Context: an optimization exercise on an open-source flow, tuned for small area. The choices shown serve that exercise and are no tape-out recipe.
Function was checked by simulation only, so behaviour that the tests miss may differ from the original.
Power figures rest on the tool's default switching activity, not on a simulated workload.

==> run D: inputs <==
## sccb_target
module sccb_target #(
  parameter logic [7:0] DEV_ADDR = 8'h60
) (
  input  logic       clk,
  input  logic       reset,
  input  logic       scl,
  input  logic       sda_in,
  output logic       sda,
  output logic       sda_oe,
  output logic       wr_stb,
  output logic [7:0] wr_addr,
  output logic [7:0] wr_data,
  output logic       busy
);
  typedef enum logic [3:0] {
    IDLE, DEV, DEV_ACK, SUB, SUB_ACK, WDAT, WDAT_ACK, RDAT, RD_ACK, IGNORE
  } state_t;
  logic       scl_s1, scl_s2, scl_h, scl_h2;
  logic       sda_s1, sda_s2, sda_h, sda_h2;
  logic       scl_rise, scl_fall, bus_start, bus_stop;
  state_t     state, state_n;
  logic [8:0] shift, shift_n;
  logic [7:0] ptr, ptr_n;
  logic       rw, rw_n;
  logic       sda_oe_n, busy_n, wr_stb_n;
  logic       reg_we, wr_vld;
  logic [7:0] rx_byte, rd_byte;
  logic       rx_last, tx_done;
  logic [127:0][7:0] bank0, bank1;
  logic [6:0] phase;
  logic       pend;
  logic [7:0] pend_addr, pend_data;
  logic [7:0] rbuf, ra;
  logic       commit;
  logic [7:0] head0, head1;
  assign sda = 1'b0;
  assign rx_byte = {shift[6:0], sda_h};
  assign rx_last = shift[7];
  assign tx_done = (shift[7:0] == 8'h00);
  assign rd_byte = rbuf;
  assign scl_rise  = scl_h & ~scl_h2;
  assign scl_fall  = ~scl_h & scl_h2;
  assign bus_start = scl_h & scl_h2 & sda_h2 & ~sda_h;
  assign bus_stop  = scl_h & scl_h2 & ~sda_h2 & sda_h;
  always_ff @(posedge clk or posedge reset) begin
    if (reset) begin
      scl_s1 <= 1'b1;
      scl_s2 <= 1'b1;
      scl_h  <= 1'b1;
      scl_h2 <= 1'b1;
      sda_s1 <= 1'b1;
      sda_s2 <= 1'b1;
      sda_h  <= 1'b1;
      sda_h2 <= 1'b1;
    end else begin
      scl_s1 <= scl;
      scl_s2 <= scl_s1;
      scl_h  <= scl_s2;
      scl_h2 <= scl_h;
      sda_s1 <= sda_in;
      sda_s2 <= sda_s1;
      sda_h  <= sda_s2;
  ...
==> module sccb_target, before the edit <==
module sccb_target #(
  parameter logic [7:0] DEV_ADDR = 8'h60
) (
  input  logic       clk,
  input  logic       reset,
  input  logic       scl,
  input  logic       sda_in,
  output logic       sda,
  output logic       sda_oe,
  output logic       wr_stb,
  output logic [7:0] wr_addr,
  output logic [7:0] wr_data,
  output logic       busy
);
  typedef enum logic [3:0] {
    IDLE, DEV, DEV_ACK, SUB, SUB_ACK, WDAT, WDAT_ACK, RDAT, RD_ACK, IGNORE
  } state_t;
  logic       scl_s1, scl_s2, scl_h, scl_h2;
  logic       sda_s1, sda_s2, sda_h, sda_h2;
  logic       scl_rise, scl_fall, bus_start, bus_stop;
  state_t     state, state_n;
  logic [8:0] shift, shift_n;
  logic [7:0] ptr, ptr_n;
  logic       rw, rw_n;
  logic       sda_oe_n, busy_n, wr_stb_n;
  logic       reg_we, wr_vld;
  logic [7:0] rx_byte, rd_byte;
  logic       rx_last, tx_done;
  logic [127:0][7:0] bank0, bank1;
  logic [6:0] phase;
  logic       pend;
  logic [7:0] pend_addr, pend_data;
  logic [7:0] rbuf, ra;
  logic       commit;
  logic [7:0] head0, head1;
  assign sda = 1'b0;
  assign rx_byte = {shift[6:0], sda_h};
  assign rx_last = shift[7];
  assign tx_done = (shift[7:0] == 8'h00);
  assign rd_byte = rbuf;
  assign scl_rise  = scl_h & ~scl_h2;
  assign scl_fall  = ~scl_h & scl_h2;
  assign bus_start = scl_h & scl_h2 & sda_h2 & ~sda_h;
  assign bus_stop  = scl_h & scl_h2 & ~sda_h2 & sda_h;
  always_ff @(posedge clk or posedge reset) begin
    if (reset) begin
      scl_s1 <= 1'b1;
      scl_s2 <= 1'b1;
      scl_h  <= 1'b1;
      scl_h2 <= 1'b1;
      sda_s1 <= 1'b1;
      sda_s2 <= 1'b1;
      sda_h  <= 1'b1;
      sda_h2 <= 1'b1;
    end else begin
      scl_s1 <= scl;
      scl_s2 <= scl_s1;
      scl_h  <= scl_s2;
      scl_h2 <= scl_h;
      sda_s1 <= sda_in;
      sda_s2 <= sda_s1;
      sda_h  <= sda_s2;
      sda_h2 <= sda_h;
    end
  end
  always_ff @(posedge clk or posedge reset) begin
    if (reset) begin
      state  <= IDLE;
      ptr    <= 8'h00;
      sda_oe <= 1'b0;
      busy   <= 1'b0;
      wr_stb <= 1'b0;
      wr_vld <= 1'b0;
    end else begin
      state  <= state_n;
      ptr    <= ptr_n;
      sda_oe <= sda_oe_n;
      busy   <= busy_n;
      wr_stb <= wr_stb_n;
      if (reg_we) wr_vld <= 1'b1;
    end
  end
  always_ff @(posedge clk) begin
    shift   <= shift_n;
    rw      <= rw_n;
  end
  assign wr_addr = wr_vld ? pend_addr : 8'h00;
  assign wr_data = wr_vld ? pend_data : 8'h00;
  assign ra = (state == RDAT || state == RD_ACK) ? ptr + 8'd1 : ptr;
  assign commit = pend && (pend_addr[6:0] == phase);
  assign head0  = (commit && !pend_addr[7]) ? pend_data : bank0[127];
  assign head1  = (commit &&  pend_addr[7]) ? pend_data : bank1[127];
  always_ff @(posedge clk) begin
    phase <= phase + 7'd1;
    bank0 <= {bank0[126:0], head0};
    bank1 <= {bank1[126:0], head1};
    if (reg_we) begin
      pend      <= 1'b1;
      pend_addr <= ptr;
      pend_data <= rx_byte;
    end else if (commit) begin
      pend <= 1'b0;
    end
    if (ra[6:0] == phase) rbuf <= ra[7] ? head1 : head0;
  end
  always_comb begin
    state_n   = state;
    shift_n   = shift;
    ptr_n     = ptr;
    rw_n      = rw;
    sda_oe_n  = sda_oe;
    busy_n    = busy;
    wr_stb_n  = 1'b0;
    reg_we    = 1'b0;
    if (bus_start) begin
      state_n   = DEV;
      shift_n   = 9'h001;
      sda_oe_n  = 1'b0;
    end else if (bus_stop) begin
      state_n  = IDLE;
      sda_oe_n = 1'b0;
      busy_n   = 1'b0;
    end else begin
      case (state)
        DEV: if (scl_rise) begin
          shift_n   = {shift[7:0], sda_h};
          if (rx_last) begin
            if (rx_byte[7:1] == DEV_ADDR[7:1]) begin
              state_n = DEV_ACK;
              busy_n  = 1'b1;
              rw_n    = rx_byte[0];
            end else begin
              state_n = IGNORE;
            end
          end
        end
        DEV_ACK: if (scl_fall) begin
          if (!sda_oe) begin
            sda_oe_n = 1'b1;
          end else if (rw) begin
            state_n   = RDAT;
            shift_n   = {rd_byte[6:0], 2'b10};
            sda_oe_n  = ~rd_byte[7];
          end else begin
            state_n   = SUB;
            sda_oe_n  = 1'b0;
            shift_n   = 9'h001;
          end
        end
        SUB: if (scl_rise) begin
          shift_n   = {shift[7:0], sda_h};
          if (rx_last) begin
            ptr_n     = rx_byte;
            state_n   = SUB_ACK;
          end
        end
        SUB_ACK, WDAT_ACK: if (scl_fall) begin
          if (!sda_oe) begin
            sda_oe_n = 1'b1;
          end else begin
            state_n   = WDAT;
            sda_oe_n  = 1'b0;
            shift_n   = 9'h001;
          end
        end
        WDAT: if (scl_rise) begin
          shift_n   = {shift[7:0], sda_h};
          if (rx_last) begin
            reg_we    = 1'b1;
            wr_stb_n  = 1'b1;
            state_n   = WDAT_ACK;
            ptr_n     = ptr + 8'd1;
          end
        end
        RDAT: if (scl_fall) begin
          if (tx_done) begin
            sda_oe_n = 1'b0;
            state_n  = RD_ACK;
          end else begin
            sda_oe_n = ~shift[8];
            shift_n  = {shift[7:0], 1'b0};
          end
        end
        RD_ACK: if (scl_rise) begin
          if (!sda_h) begin
            state_n   = RDAT;
            ptr_n     = ptr + 8'd1;
            shift_n   = {rbuf, 1'b1};
          end else begin
            state_n = IGNORE;
          end
        end
        IDLE, IGNORE: sda_oe_n = 1'b0;
        default: begin
          state_n  = IDLE;
          sda_oe_n = 1'b0;
        end
      endcase
    end
  end
endmodule
Settings: LEC_CHECK=0, CAP_MARGIN=20, CORE_MARGIN=2, CORE_UTILIZATION=70, PLACE_DENSITY=0.8, SLEW_MARGIN=20; clock period 10.0 ns.
run.sh (not shown) runs the stock make flow with config.mk's settings and CLKGATE_MAP_FILE= SYNTH_SCRIPT=/design/flow/synth_recipe.tcl, a recipe that flattens the netlist after the stock synthesis.
==> run K: changes against run D <==
--- a/flow/design.v
+++ b/flow/design.v
@@ -13,6 +13,6 @@
   output logic       busy
 );
-  typedef enum logic [3:0] {
-    IDLE, DEV, DEV_ACK, SUB, SUB_ACK, WDAT, WDAT_ACK, RDAT, RD_ACK, IGNORE
+  typedef enum logic [2:0] {
+    IDLE, DEV, DEV_ACK, SUB, WACK, WDAT, RDAT, RD_ACK
   } state_t;
   logic       scl_s1, scl_s2, scl_h, scl_h2;
@@ -22,5 +22,4 @@
   logic [8:0] shift, shift_n;
   logic [7:0] ptr, ptr_n;
-  logic       rw, rw_n;
   logic       sda_oe_n, busy_n, wr_stb_n;
   logic       reg_we, wr_vld;
@@ -29,8 +28,7 @@
   logic [127:0][7:0] bank0, bank1;
   logic [6:0] phase;
-  logic       pend;
   logic [7:0] pend_addr, pend_data;
-  logic [7:0] rbuf, ra;
-  logic       commit;
+  logic [7:0] rbuf, ptr_inc;
+  logic       commit, reading, at_ptr, after_ptr, rd_bank;
   logic [7:0] head0, head1;
   assign sda = 1'b0;
@@ -83,10 +81,12 @@
   always_ff @(posedge clk) begin
     shift   <= shift_n;
-    rw      <= rw_n;
   end
   assign wr_addr = wr_vld ? pend_addr : 8'h00;
   assign wr_data = wr_vld ? pend_data : 8'h00;
-  assign ra = (state == RDAT || state == RD_ACK) ? ptr + 8'd1 : ptr;
-  assign commit = pend && (pend_addr[6:0] == phase);
+  assign ptr_inc   = ptr + 8'd1;
+  assign reading   = (state == RDAT || state == RD_ACK);
+  assign at_ptr    = (ptr[6:0] == phase);
+  assign rd_bank   = reading ? ptr_inc[7] : ptr[7];
+  assign commit = (pend_addr[6:0] == phase);
   assign head0  = (commit && !pend_addr[7]) ? pend_data : bank0[127];
   assign head1  = (commit &&  pend_addr[7]) ? pend_data : bank1[127];
@@ -96,11 +96,9 @@
     bank1 <= {bank1[126:0], head1};
     if (reg_we) begin
-      pend      <= 1'b1;
       pend_addr <= ptr;
       pend_data <= rx_byte;
-    end else if (commit) begin
-      pend <= 1'b0;
     end
-    if (ra[6:0] == phase) rbuf <= ra[7] ? head1 : head0;
+    after_ptr <= at_ptr;
+    if (reading ? after_ptr : at_ptr) rbuf <= rd_bank ? head1 : head0;
   end
   always_comb begin
@@ -108,5 +106,4 @@
     shift_n   = shift;
     ptr_n     = ptr;
-    rw_n      = rw;
     sda_oe_n  = sda_oe;
     busy_n    = busy;
@@ -129,7 +126,6 @@
               state_n = DEV_ACK;
               busy_n  = 1'b1;
-              rw_n    = rx_byte[0];
             end else begin
-              state_n = IGNORE;
+              state_n = IDLE;
             end
           end
@@ -138,5 +134,5 @@
           if (!sda_oe) begin
             sda_oe_n = 1'b1;
-          end else if (rw) begin
+          end else if (shift[0]) begin   
             state_n   = RDAT;
             shift_n   = {rd_byte[6:0], 2'b10};
@@ -152,8 +148,8 @@
           if (rx_last) begin
             ptr_n     = rx_byte;
-            state_n   = SUB_ACK;
+            state_n   = WACK;
           end
         end
-        SUB_ACK, WDAT_ACK: if (scl_fall) begin
+        WACK: if (scl_fall) begin
           if (!sda_oe) begin
             sda_oe_n = 1'b1;
@@ -169,6 +165,6 @@
             reg_we    = 1'b1;
             wr_stb_n  = 1'b1;
-            state_n   = WDAT_ACK;
-            ptr_n     = ptr + 8'd1;
+            state_n   = WACK;
+            ptr_n     = ptr_inc;
           end
         end
@@ -185,15 +181,11 @@
           if (!sda_h) begin
             state_n   = RDAT;
-            ptr_n     = ptr + 8'd1;
+            ptr_n     = ptr_inc;
             shift_n   = {rbuf, 1'b1};
           end else begin
-            state_n = IGNORE;
+            state_n = IDLE;
           end
         end
-        IDLE, IGNORE: sda_oe_n = 1'b0;
-        default: begin
-          state_n  = IDLE;
-          sda_oe_n = 1'b0;
-        end
+        default: sda_oe_n = 1'b0;   
       endcase
     end
==> flow/flow/run.sh (new file) <==
#!/bin/bash
# The standard layout (standard.sh) with an area-oriented logic mapping and a leaner
# clock tree:
# - synthesis is the standard flow's own script with ABC's default area mapping (synth_area.tcl);
# - CTS without dummy loads, clustered onto clkbuf_8 leaf buffers;
# - small port buffers;
# - after global routing, clock buffers whose loads would see too much slew are upsized
#   (fixclk.tcl).
# Each run's full output goes to a log file in the folder this runs in.
set -euo pipefail
here=$(pwd)
export FLOW_WORK=$here
cts="-sink_clustering_enable -repair_clock_nets -dont_use_dummy_load"
cts="$cts -buf_list sky130_fd_sc_hd__clkbuf_8 -sink_clustering_size 18 -sink_clustering_max_diameter 60"
bash standard.sh finish \
  "SYNTH_SCRIPT=$here/flow/synth_area.tcl" \
  "CTS_ARGS=$cts" \
  "BUFFER_PORTS_ARGS=-buffer_cell sky130_fd_sc_hd__buf_1" \
  "POST_GLOBAL_ROUTE_TCL=$here/flow/fixclk.tcl" > "$here/standard.log" 2>&1
==> flow/flow/fixclk.tcl (new file) <==
# Sourced by ORFS's global_route.tcl after global routing (POST_GLOBAL_ROUTE_TCL).
# Upsizes clock buffers whose loads would see too much slew, estimated from the global
# routes: first the buffers that drive other clock buffers, then those that drive
# flip-flops. Then it legalises, reroutes the changed nets, checks again, and rewrites the
# route guides.
set ::fix_target 0.120
set ::fix_ladder {sky130_fd_sc_hd__clkbuf_1 sky130_fd_sc_hd__clkbuf_2 sky130_fd_sc_hd__clkbuf_4
  sky130_fd_sc_hd__clkbuf_8 sky130_fd_sc_hd__clkbuf_16}

proc fix_pin_slew {pin} {
  set w 0
  foreach e {rise fall} {
    foreach a {min max} {
      set s [get_property $pin slew_${a}_$e]
      if {$s > $w} { set w $s }
    }
  }
  return $w
}

# Upsize the clock tree buffers of one kind (leaf 1: driving anything but clock buffers)
# whose loads are over the target.
proc fix_pass {leaf} {
  global fix_target fix_ladder
  set n 0
  foreach inst [get_cells -quiet clkbuf_*] {
    set m [get_property $inst ref_name]
    set i [lsearch -exact $fix_ladder $m]
    if {$i < 0} { continue }
    set out [get_pins -of_objects $inst -filter "direction==output"]
    set loads [get_pins -quiet -of_objects [get_nets -of_objects $out] -filter "direction==input"]
    set to_ff 0
    set w 0
    foreach p $loads {
      if {[lsearch -exact $fix_ladder [get_property [get_cells -of_objects $p] ref_name]] < 0} { set to_ff 1 }
      set s [fix_pin_slew $p]
      if {$s > $w} { set w $s }
    }
    if {$to_ff != $leaf || $w <= $fix_target} { continue }
    set name [get_full_name $inst]
    if {$i == [llength $fix_ladder] - 1} {
      puts "fixclk: $name ($m) slew $w left as is"
      continue
    }
    set nm [lindex $fix_ladder [expr {$i + 1}]]
    puts "fixclk: $name $m -> $nm (slew $w)"
    replace_cell $inst $nm
    incr n
  }
  return $n
}

set_propagated_clock [all_clocks]
# The reroute after legalising can change other clock nets, so check again until a round
# changes nothing.
for {set round 0} {$round < 4} {incr round} {
  set changed 0
  global_route -start_incremental
  foreach leaf {0 1} {
    for {set it 0} {$it < 4} {incr it} {
      estimate_parasitics -global_routing
      set n [fix_pass $leaf]
      puts "fixclk: round $round leaf $leaf pass $it upsized $n"
      incr changed $n
      if {$n == 0} { break }
    }
  }
  detailed_placement
  global_route -end_incremental
  if {$changed == 0} { break }
}
check_placement -verbose
estimate_parasitics -global_routing
write_guides $::env(RESULTS_DIR)/route.guide
==> flow/flow/synth_area.tcl (new file) <==
# The standard flow's synthesis script (synth_recipe.tcl, which runs ORFS's synth.tcl) with one change:
# ABC maps the logic with Yosys's default (area-oriented) script instead of ORFS's
# delay-oriented one and without its delay target, as the design has several ns of setup slack. Flip-flops are mapped
# before ABC runs, so the registers, their names and cells are those of the standard synthesis.
proc abc {args} {
  set keep {}
  for {set i 0} {$i < [llength $args]} {incr i} {
    set a [lindex $args $i]
    if {$a in {-script -constr -D}} { incr i; continue }
    lappend keep $a
  }
  yosys abc {*}$keep
}
source $::env(FLOW_WORK)/synth_recipe.tcl
==> flow/standard.sh (new file) <==
#!/bin/bash
# synth_recipe.tcl (not shown) runs the flow's synth.tcl, then flattens the netlist and writes it again
# the make line also repeats each setting of config.mk as NAME=value (left out here)
make -C /OpenROAD-flow-scripts/flow DESIGN_CONFIG=/design/flow/config.mk WORK_HOME=/design/flow/orfs CLKGATE_MAP_FILE= SYNTH_SCRIPT=/design/flow/synth_recipe.tcl "${@:-finish}"
removed: flow/run.sh
==> run C: changes against run D <==
--- a/flow/design.v
+++ b/flow/design.v
@@ -20,5 +20,6 @@
   logic       scl_rise, scl_fall, bus_start, bus_stop;
   state_t     state, state_n;
-  logic [8:0] shift, shift_n;
+  logic [3:0] bit_cnt, bit_cnt_n;
+  logic [7:0] shift, shift_n;
   logic [7:0] ptr, ptr_n;
   logic       rw, rw_n;
@@ -26,5 +27,4 @@
   logic       reg_we, wr_vld;
   logic [7:0] rx_byte, rd_byte;
-  logic       rx_last, tx_done;
   logic [127:0][7:0] bank0, bank1;
   logic [6:0] phase;
@@ -36,6 +36,4 @@
   assign sda = 1'b0;
   assign rx_byte = {shift[6:0], sda_h};
-  assign rx_last = shift[7];
-  assign tx_done = (shift[7:0] == 8'h00);
   assign rd_byte = rbuf;
   assign scl_rise  = scl_h & ~scl_h2;
@@ -82,4 +80,5 @@
   end
   always_ff @(posedge clk) begin
+    bit_cnt <= bit_cnt_n;
     shift   <= shift_n;
     rw      <= rw_n;
@@ -106,4 +105,5 @@
   always_comb begin
     state_n   = state;
+    bit_cnt_n = bit_cnt;
     shift_n   = shift;
     ptr_n     = ptr;
@@ -115,5 +115,5 @@
     if (bus_start) begin
       state_n   = DEV;
-      shift_n   = 9'h001;
+      bit_cnt_n = 4'd0;
       sda_oe_n  = 1'b0;
     end else if (bus_stop) begin
@@ -124,6 +124,8 @@
       case (state)
         DEV: if (scl_rise) begin
-          shift_n   = {shift[7:0], sda_h};
-          if (rx_last) begin
+          shift_n   = rx_byte;
+          bit_cnt_n = bit_cnt + 4'd1;
+          if (bit_cnt == 4'd7) begin
+            bit_cnt_n = 4'd0;
             if (rx_byte[7:1] == DEV_ADDR[7:1]) begin
               state_n = DEV_ACK;
@@ -140,15 +142,18 @@
           end else if (rw) begin
             state_n   = RDAT;
-            shift_n   = {rd_byte[6:0], 2'b10};
+            shift_n   = {rd_byte[6:0], 1'b0};
             sda_oe_n  = ~rd_byte[7];
+            bit_cnt_n = 4'd1;
           end else begin
             state_n   = SUB;
             sda_oe_n  = 1'b0;
-            shift_n   = 9'h001;
+            bit_cnt_n = 4'd0;
           end
         end
         SUB: if (scl_rise) begin
-          shift_n   = {shift[7:0], sda_h};
-          if (rx_last) begin
+          shift_n   = rx_byte;
+          bit_cnt_n = bit_cnt + 4'd1;
+          if (bit_cnt == 4'd7) begin
+            bit_cnt_n = 4'd0;
             ptr_n     = rx_byte;
             state_n   = SUB_ACK;
@@ -161,10 +166,12 @@
             state_n   = WDAT;
             sda_oe_n  = 1'b0;
-            shift_n   = 9'h001;
+            bit_cnt_n = 4'd0;
           end
         end
         WDAT: if (scl_rise) begin
-          shift_n   = {shift[7:0], sda_h};
-          if (rx_last) begin
+          shift_n   = rx_byte;
+          bit_cnt_n = bit_cnt + 4'd1;
+          if (bit_cnt == 4'd7) begin
+            bit_cnt_n = 4'd0;
             reg_we    = 1'b1;
             wr_stb_n  = 1'b1;
@@ -174,10 +181,11 @@
         end
         RDAT: if (scl_fall) begin
-          if (tx_done) begin
+          if (bit_cnt == 4'd8) begin
             sda_oe_n = 1'b0;
             state_n  = RD_ACK;
           end else begin
-            sda_oe_n = ~shift[8];
-            shift_n  = {shift[7:0], 1'b0};
+            sda_oe_n  = ~shift[7];
+            shift_n   = {shift[6:0], 1'b0};
+            bit_cnt_n = bit_cnt + 4'd1;
           end
         end
@@ -185,6 +193,7 @@
           if (!sda_h) begin
             state_n   = RDAT;
+            bit_cnt_n = 4'd0;
             ptr_n     = ptr + 8'd1;
-            shift_n   = {rbuf, 1'b1};
+            shift_n   = rbuf;
           end else begin
             state_n = IGNORE;
--- a/flow/config.mk
+++ b/flow/config.mk
@@ -8,5 +8,5 @@
 export CAP_MARGIN = 20
 export CORE_MARGIN = 2
-export CORE_UTILIZATION = 70
-export PLACE_DENSITY = 0.8
+export CORE_UTILIZATION = 45
+export PLACE_DENSITY = 0.6
 export SLEW_MARGIN = 20
==> comparison table <==
Sequential cell power: run K 8.45 mW; run D 8.65 mW; run C 8.49 mW
Mean number of vias per cell: run K 4.49; run D 4.99; run C 4.08
Area overhead of the layout relative to synthesis: run K 7.22%; run D 15.5%; run C 17.4%
Status: run K no timing/DRC/antenna violations; run D no timing/DRC/antenna violations; run C no timing/DRC/antenna violations
Starting Density: run K 70.4%; run D 70.9%; run C 45.2%
Final routed wirelength across all metal layers: run K 53600 um; run D 93400 um; run C 52200 um
Cell area after synthesis: run K 44200 um2; run D 44800 um2; run C 45100 um2
Uppermost layer routed: run K met4; run D met5; run C met4
Die W: run K 255 um; run D 257 um; run C 320 um
Root Buffer Master: run K sky130_fd_sc_hd__clkbuf_8; run D sky130_fd_sc_hd__clkbuf_16; run C sky130_fd_sc_hd__clkbuf_16
Vias in the first global route: run K 15800; run D 20300; run C 17200
Well tap count: run K 846; run D 846; run C 1298
Max incr delay on CP: run K 0.55 ns; run D 0.73 ns; run C 0.57 ns
Post-synthesis async set-or-reset flop share: run K 1.09%; run D 1.14%; run C 1.13%
Average size of a mapped cell: run K 18.9 um2; run D 18.4 um2; run C 18.4 um2
Die Footprint: run K 65100 um2; run D 66000 um2; run C 103000 um2
Inverter count of the layout excluding clock inverters: run K 6; run D 7; run C 12
Portion of total power attributed to the clock network: run K 29.9%; run D 43.4%; run C 44.7%
Mux cell area share after synthesis: run K 0.705%; run D 0.224%; run C 0.622%
Leakage power summed over all cells: run K 18.9 nW; run D 20.8 nW; run C 21.1 nW
Post-place instance area: run K 45300 um2; run D 46000 um2; run C 46800 um2
Routed metal-1 wirelength: run K 25900 um; run D 36600 um; run C 26700 um
Slew @ Worst Pin: run K 1.12 ns; run D 0.915 ns; run C 1.11 ns
Buffers excl. clock: run K 24; run D 28; run C 26
Most crowded layer after global routing: run K met2; run D met2; run C met1

-- static timing again, ports no longer ideal --
The flow's constraints put no driver on any port. The routed layouts listed below were extracted and timed again, unchanged, in two steps. Step 1 assumes that a clkbuf_16 drives the clock port and a buf_2 every other input. Step 2 adds t to the input delays and takes it off the output delays; t is the mean of the earliest and latest rising clock arrival at the registers after step 1. Input paths then give back, and output paths get back, about the clock's delay inside the block. Three values: ideal, step 1, step 2; two values: the first two.
run	t, ns	setup WS [ns]	hold WS [ns]
run D	0.828	5.781 / 5.710 / 6.281	0.293 / 0.293 / 0.293
run K	0.707	6.455 / 6.390 / 7.096	0.269 / 0.269 / 0.269
run C	0.784	5.982 / 5.921 / 6.705	0.313 / 0.313 / 0.313
After both steps setup and hold are still met in every run listed.
